This is an optimization exercise on Yosys and OpenROAD, whose aim is small area and few clock cycles per item, not a production implementation. Function was checked by simulation only, so behaviour that the tests miss may differ from the original.

==> flow/design.v (outline; a module is shown in full before it is edited, if it fits) <==
// module fpmul_decode: 27 lines
// module fpmul_execute: 11 lines
// module fpmul_mul24: 1619 lines
// module fpmul_bsel: 12 lines
// module fpmul_bmag: 3 lines
// module fpmul_bneg: 3 lines
// module fpmul_fa: 4 lines
// module fpmul_gnode: 3 lines
// module fpmul_x2: 3 lines
// module fpmul_ha: 4 lines
// module fpmul_result: 58 lines
// module fpmul_credit_queue: 45 lines
// module fpmul_top: 114 lines
module fpmul_top (
	input  logic              clk,
	input  logic              rst,
	input  logic              in_valid,
	input  logic [31:0]       a,
	input  logic [31:0]       b,
	input  logic              out_credit,
	output logic              in_credit,
	output logic              out_valid,
	output logic [31:0]       z,
	output logic [FLAG_W-1:0] flags
);
  // ...
==> flow/flow/run.sh <==
#!/bin/bash
# The standard layout, except that the port buffers are the smallest buffer
# cell instead of the flow's default choice. Every port still gets one.
set -e
export BUFFER_PORTS_ARGS="-buffer_cell sky130_fd_sc_hd__buf_1"
bash standard.sh > standard.log 2>&1
==> flow/standard.sh <==
#!/bin/bash
# synth_recipe.tcl (not shown) runs the flow's synth.tcl, then flattens the netlist and writes it again
# the make line also repeats each setting of config.mk as NAME=value (left out here)
make -C /OpenROAD-flow-scripts/flow DESIGN_CONFIG=/design/flow/config.mk WORK_HOME=/design/flow/orfs CLKGATE_MAP_FILE= SYNTH_SCRIPT=/design/flow/synth_recipe.tcl "${@:-finish}"
==> flow/config.mk <==
export PLATFORM = sky130hd
export DESIGN_NAME = fpmul_top
export DESIGN_NICKNAME = fpmul_top
export VERILOG_FILES = /design/flow/design.v
export SDC_FILE = /design/flow/constraint.sdc
export NUM_CORES = 4
export LEC_CHECK = 0
export CAP_MARGIN = 20
export CORE_MARGIN = 2
export CORE_UTILIZATION = 60
export CTS_BUF_LIST = sky130_fd_sc_hd__clkbuf_8
export CTS_CLUSTER_DIAMETER = 50
export CTS_CLUSTER_SIZE = 15
export PLACE_DENSITY = 0.7
export SLEW_MARGIN = 20
export SYNTH_HIERARCHICAL = 1
export SYNTH_MINIMUM_KEEP_SIZE = 0
==> flow/constraint.sdc <==
create_clock -name core_clock -period 9.0 [get_ports {clk}]
set_input_delay 1.8000 -clock core_clock [delete_from_list [all_inputs] [get_ports {clk}]]
set_output_delay 1.8000 -clock core_clock [all_outputs]
set_load 0.01 [all_outputs]
==> impl_metrics.json, run 1 <==
{
  "final_common_cell": "xor2_1",
  "hold_slack_ns": 0.4632,
  "place_ws_ns": 0.4036,
  "fillers": 3391,
  "antenna_found_initial": 0,
  "inv_count": 126,
  "gp_congestion": 0.9904,
  "tightest_slew_ns": 1.151,
  "post-cts-setup-buffers": 0,
  "worst_setup_path_start_kind": "register",
  "busiest_layer": "met2",
  "ios": 106,
  "fmax_mhz": 117.8,
  "hold_class": "reg2reg",
  "die_x_um": 213.2,
  "setup_viol": 0,
  "status": "no timing/DRC/antenna violations",
  "path_max_fanout": 23,
  "crit_cells": 24,
  "buf_share": 0.03688,
  "seq_cells": 320,
  "cts_resized": 0,
  "grt-ovfl-total": 0,
  "met1Wirelength_um": 28640,
  "wl_met2_um": 35560,
  "hold_path_end": "wr_oh[2]$_SDFFE_PP0N_"
}
Testbench counts, summed over its fixed seeds: cycles 4,808, items 4,800.
==> module fpmul_execute, before the edit <==
module fpmul_execute (
	input  logic [FRAC_W-1:0]  frac_a_n,    
	input  logic [FRAC_W-1:0]  frac_b,
	output logic [47:0]        prod        
);
	fpmul_mul24 fpmul_mul24_i (
		.xn (frac_a_n),
		.y  ({1'b1, frac_b}),
		.p  (prod)
	);
endmodule
==> module fpmul_top, before the edit <==
module fpmul_top (
	input  logic              clk,
	input  logic              rst,
	input  logic              in_valid,
	input  logic [31:0]       a,
	input  logic [31:0]       b,
	input  logic              out_credit,
	output logic              in_credit,
	output logic              out_valid,
	output logic [31:0]       z,
	output logic [FLAG_W-1:0] flags
);
	logic              is_nan_c;
	logic              invalid_c;
	logic              is_inf_c;
	logic              is_zero_c;
	logic              d_valid;
	logic              sign_p;
	logic              is_nan;
	logic              invalid;
	logic              is_inf;
	logic              is_zero;
	logic signed [9:0] exp_sum;
	logic [FRAC_W-1:0] frac_a_n;    
	logic [FRAC_W-1:0] frac_b;
	logic [47:0]       prod;
	logic [31:0]       w_res;
	logic              rnd_res;
	logic              x_res;
	logic [6:0][33:0]  mem;
	logic [6:0]        wr_oh;       
	logic [6:0]        rd_oh;       
	logic [2:0]        count;       
	logic [2:0]        credits;     
	logic              pop;
	logic              push;
	logic              hold;
	fpmul_decode fpmul_decode_i (
		.a       (a),
		.b       (b),
		.is_nan  (is_nan_c),
		.invalid (invalid_c),
		.is_inf  (is_inf_c),
		.is_zero (is_zero_c)
	);
	assign push = d_valid && (count != 3'd7 || pop);
	assign hold = d_valid && !push;
	always_ff @(posedge clk) begin
		if (rst)
			d_valid <= 1'b0;
		else if (!hold)
			d_valid <= in_valid;
	end
	always_ff @(posedge clk) begin
		if (!hold) begin
			sign_p  <= a[31] ^ b[31];
			is_nan  <= is_nan_c;
			invalid <= invalid_c;
			is_inf  <= is_inf_c;
			is_zero <= is_zero_c;
			exp_sum <= $signed({2'b00, a[30:23]}) + $signed({2'b00, b[30:23]}) - 10'sd127;
			frac_a_n <= ~a[22:0];
			frac_b  <= b[22:0];
		end
	end
	fpmul_execute fpmul_execute_i (
		.frac_a_n (frac_a_n),
		.frac_b  (frac_b),
		.prod    (prod)
	);
	fpmul_result fpmul_result_i (
		.sign_p  (sign_p),
		.prod    (prod),
		.exp_sum (exp_sum),
		.is_nan  (is_nan),
		.invalid (invalid),
		.is_inf  (is_inf),
		.is_zero (is_zero),
		.w       (w_res),
		.rnd     (rnd_res),
		.x       (x_res)
	);
	fpmul_credit_queue fpmul_credit_queue_i (
		.mem     (mem),
		.count   (count),
		.rd_oh   (rd_oh),
		.credits (credits),
		.pop     (pop),
		.z       (z),
		.flags   (flags)
	);
	assign out_valid = pop;
	assign in_credit = pop;
	always_ff @(posedge clk) begin
		for (int i = 0; i < 7; i++)
			if (push && wr_oh[i])
				mem[i] <= {x_res, rnd_res, w_res};
	end
	always_ff @(posedge clk) begin
		if (rst) begin
			wr_oh   <= 7'd1;
			rd_oh   <= 7'd1;
			count   <= '0;
			credits <= 3'd4;
		end else begin
			if (push)
				wr_oh <= {wr_oh[5:0], wr_oh[6]};
			if (pop)
				rd_oh <= {rd_oh[5:0], rd_oh[6]};
			count   <= count + 3'(push) - 3'(pop);
			credits <= credits - 3'(pop) + 3'(out_credit);
		end
	end
endmodule
==> run 2, diff against run 1 <==
--- a/flow/design.v
+++ b/flow/design.v
@@ -46,33 +46,33 @@
 	assign b_snan = b_nan & ~b.fields.frac[FRAC_W-1];
 	assign invalid = a_snan | b_snan | (a_inf & b_ezero) | (a_ezero & b_inf);
 	assign is_nan  = a_nan | b_nan | invalid;
 	assign is_inf  = a_inf | b_inf;
 	assign is_zero = a_ezero | b_ezero;
 endmodule
 import fpmul_pkg::*;
 module fpmul_execute (
-	input  logic [FRAC_W-1:0]  frac_a_n,    
+	input  logic [FRAC_W-1:0]  frac_a,
 	input  logic [FRAC_W-1:0]  frac_b,
 	output logic [47:0]        prod        
 );
 	fpmul_mul24 fpmul_mul24_i (
-		.xn (frac_a_n),
+		.x  (frac_a),
 		.y  ({1'b1, frac_b}),
 		.p  (prod)
 	);
 endmodule
 module fpmul_mul24 (
-	input  logic [22:0] xn,      
+	input  logic [22:0] x,       
 	input  logic [23:0] y,
 	output logic [47:0] p
 );
 	logic [11:0] b_one, b_two, b_neg, b_onen, b_twon;
-	wire [22:0] x = ~xn;
+	wire [22:0] xn = ~x;        
 	assign b_one[0] = y[0] ^ 1'b0;
 	assign b_two[0] = (y[1] & ~y[0] & ~1'b0) | (~y[1] & y[0] & 1'b0);
 	assign b_neg[0] = y[1];
 	assign b_onen[0] = ~b_one[0];
 	assign b_twon[0] = ~b_two[0];
 	wire pp1 = (b_one[0] & x[0]) ^ b_neg[0];
 	wire pp2;
 	fpmul_bsel u_pp2 (.onen(b_onen[0]), .twon(b_twon[0]), .neg(b_neg[0]), .xjn(xn[1]), .xkn(xn[0]), .p(pp2));
@@ -1836,17 +1836,17 @@
 	logic              is_zero_c;
 	logic              d_valid;
 	logic              sign_p;
 	logic              is_nan;
 	logic              invalid;
 	logic              is_inf;
 	logic              is_zero;
 	logic signed [9:0] exp_sum;
-	logic [FRAC_W-1:0] frac_a_n;    
+	logic [FRAC_W-1:0] frac_a;
 	logic [FRAC_W-1:0] frac_b;
 	logic [47:0]       prod;
 	logic [31:0]       w_res;
 	logic              rnd_res;
 	logic              x_res;
 	logic [6:0][33:0]  mem;
 	logic [6:0]        wr_oh;       
 	logic [6:0]        rd_oh;       
@@ -1874,22 +1874,22 @@
 	always_ff @(posedge clk) begin
 		if (!hold) begin
 			sign_p  <= a[31] ^ b[31];
 			is_nan  <= is_nan_c;
 			invalid <= invalid_c;
 			is_inf  <= is_inf_c;
 			is_zero <= is_zero_c;
 			exp_sum <= $signed({2'b00, a[30:23]}) + $signed({2'b00, b[30:23]}) - 10'sd127;
-			frac_a_n <= ~a[22:0];
+			frac_a  <= a[22:0];
 			frac_b  <= b[22:0];
 		end
 	end
 	fpmul_execute fpmul_execute_i (
-		.frac_a_n (frac_a_n),
+		.frac_a  (frac_a),
 		.frac_b  (frac_b),
 		.prod    (prod)
 	);
 	fpmul_result fpmul_result_i (
 		.sign_p  (sign_p),
 		.prod    (prod),
 		.exp_sum (exp_sum),
 		.is_nan  (is_nan),
==> flow/config.mk (replaced) <==
export PLATFORM = sky130hd
export DESIGN_NAME = fpmul_top
export DESIGN_NICKNAME = fpmul_top
export VERILOG_FILES = /design/flow/design.v
export SDC_FILE = /design/flow/constraint.sdc
export NUM_CORES = 4
export LEC_CHECK = 0
export CAP_MARGIN = 20
export CORE_MARGIN = 2
export CORE_UTILIZATION = 60
export CTS_BUF_LIST = sky130_fd_sc_hd__clkbuf_8
export CTS_CLUSTER_DIAMETER = 60
export CTS_CLUSTER_SIZE = 18
export PLACE_DENSITY = 0.7
export SLEW_MARGIN = 20
export SYNTH_HIERARCHICAL = 1
export SYNTH_MINIMUM_KEEP_SIZE = 0
==> run 2 against run 1 <==
Effect of this change: global-route usage decreased by 0.80 points; synthesized cell count decreased by 0.68%; largest cell class unchanged; design area decreased by 0.72%; maximum frequency decreased by 0.30%; clock skew increased by 0.035 ns; utilization decreased by 0.33 points.
==> impl_metrics.json, run 2 <==
{
  "status": "no timing/DRC/antenna violations",
  "start_util": 0.6073,
  "synth.avg_cell_area_um2": 12.02,
  "wire_per_inst_um": 24.63,
  "max_slew_margin": 0.2532,
  "io_buffers": 105,
  "crit_cells": 25,
  "ys.warnings.count": 9,
  "cp.arrival_ns": 8.77,
  "final.setup_skew_ns": 0.06404,
  "fillers": 3411,
  "antenna_found_initial": 0,
  "multiInputGateArea_um2": 15960,
  "fin_tns_setup_ns": 0,
  "cts_max_level": 1,
  "clk_latency_ns": 0.63,
  "path_delay_family": "compound AO/OA/AOI/OAI gates",
  "place_hpwl_um": 51730,
  "top_regs": "mem (238), frac_a (23), frac_b (23)",
  "report.final.slew_viol_count": 0,
  "max_stage_delay_ns": 0.68,
  "setup_viol": 0,
  "reg2reg_slack_ns": 0.49,
  "path_max_fanout": 14,
  "cp_slowest_cell": "edfxtp_1",
  "drcViolationCount": 0,
  "end_kind": "register",
  "numCtsBuffers": 25,
  "final_common_cell": "xor2_1",
  "hold_depth": 2,
  "hp-start": "wr_oh[6]$_SDFFE_PP0N_",
  "root_buffer": "clkbuf_8",
  "die_x_um": 212.8,
  "die_area_um2": 45290,
  "routed_wirelength_um": 72340,
  "cts_tree": "built",
  "synthCells": 2177,
  "clock-sinks": 320,
  "die_h_um": 212.8,
  "regToRegStartpoint": "frac_b[1]$_DFFE_PN_",
  "hold_path_end": "wr_oh[6]$_SDFFE_PP0N_",
  "min_period_ns": 8.512,
  "grt_pass1_wl_um": 111700,
  "tightest_slew_ns": 1.119,
  "rows": 76,
  "stdcell_count": 2937,
  "antenna_left": 0,
  "setup_slack_ns": 0.4879,
  "hold_viol": 0,
  "rsz0062_at_grt": "false",
  "ios": 106,
  "grt-ovfl-total": 0,
  "grt_pass1_vias": 19306,
  "r2r_cells": 25,
  "clockBufferDepth": 3,
  "regMostFlops": "mem",
  "first_pass_iters": 9,
  "timing.rr.end": "mem[67]$_DFFE_PP_",
  "layout-drive-gt1-share": 0.07568,
  "crit_path_frequent_cell": "a21o_1",
  "hold_class": "reg2reg",
  "fin_nets": 2774,
  "syn2layout_area_growth_pct": 7.509,
  "grt_use_total": 0.3256,
  "grt_max_degree": 58,
  "worst_setup_path_start_kind": "register",
  "seqCellArea_um2": 9399,
  "drt_iter0_drc": 2466,
  "crit_buf_inv": 0,
  "gp_congestion": 0.9410,
  "required_ns": 9.26,
  "maxCapViolations": 0,
  "vias_per_cell": 6.509,
  "vias": 19118,
  "core_area_um2": 43080,
  "final_cell_mix": "xor2_1, edfxtp_1, o22ai_1",
  "synth_area_um2": 26160,
  "largest_register_ff_count": 238,
  "syn_nets": 2613,
  "diodes": 0,
  "path_class": "reg2reg",
  "finalCritPeriodShare": 0.9458,
  "fmax_mhz": 117.5,
  "place_ws_ns": 0.4868,
  "dp.cells": 2895,
  "cts.reportedPaths.clkPinSlew_ns": 0.11
}
## run 2: tightest hold or removal path: cells and delay by family (launching register included)
family,cells,cell delay [ns]
DFF,1,0.32
and+or+nand+nor,1,0.05
AOI/OAI and AO/OA,1,0.06
## run 2: what timing repair did
item / in CTS / in global routing
hold buffers: 0 / 0
buffers inserted: 0 / 1
resized for setup: 0 / 1
setup endpoints to repair: 0 / 14
endpoints found under the hold margin: 0 / 0
## run 2: layout make-up
cell class,instances,share of cell area
clock buffers,26,0.01272
flip-flops and latches,320,0.3342
clock inverters,15,0.005739
well taps,585,0.02602
multi-input cells,1685,0.5675
inverters,109,0.01472
repair buffers,197,0.03915
## run 2: layer usage
metal  GRT usage  routed length [µm]
met5           0                   0
met4      0.1254                3087
met2      0.5277               33680
met1      0.4410               29370
met3     0.05721                6210
## run 2: how the worst max path moves through the flow
stage                                    start                 end  slack (ns)
after global routing       frac_b[1]$_DFFE_PN_  mem[203]$_DFFE_PP_       0.005
after CTS                 frac_b[15]$_DFFE_PN_  mem[203]$_DFFE_PP_        0.41
after detailed placement   frac_b[7]$_DFFE_PN_  mem[203]$_DFFE_PP_        0.49
final                      frac_b[1]$_DFFE_PN_   mem[67]$_DFFE_PP_        0.49
after floorplan            frac_b[9]$_DFFE_PN_  mem[101]$_DFFE_PP_        0.37
after global placement    frac_b[15]$_DFFE_PN_  mem[203]$_DFFE_PP_        0.68
## run 2: through the flow
| step | area, µm² | hold slack (ns) | utilization |
|---|---|---|---|
| 2_1_floorplan | 26160 | 0.4319 | - |
| 3_3_place_gp | 27580 | 0.4390 | 0.6403 |
| 3_5_place_dp | 27580 | 0.4518 | 0.6403 |
| 4_1_cts | 28100 | 0.4666 | 0.6524 |
| 5_1_grt | 28130 | 0.4874 | 0.6529 |
| 6_report | 28130 | 0.4617 | 0.6529 |
Testbench counts of run 2, summed over its fixed seeds: cycles 4,808, items 4,800.

-- re-timing with driven ports --
The results above use ideal ports. As a check the final layouts listed here were re-extracted and re-timed, cells and wires unchanged. Step 1, drivers: a clkbuf_16 drives clk and a buf_2 each remaining input, both assumed. Step 2 adds t to the input delays and takes it off the output delays; t is the mean of the earliest and latest rising clock arrival at the registers after step 1. Input paths then give back, and output paths get back, about the clock's delay inside the block. Three values: no drivers, after step 1, after step 2; two values: the first two.
run	t (ns)	setup WS [ns]	worst setup path at the end	slew at the worst register clock pin (ns)
run 1	0.643	0.514 / 0.514 / 0.514	register to register	0.09 / 0.09
run 2	0.651	0.488 / 0.488 / 0.488	register to register	0.11 / 0.11
After both steps setup and hold are still met in every run listed.
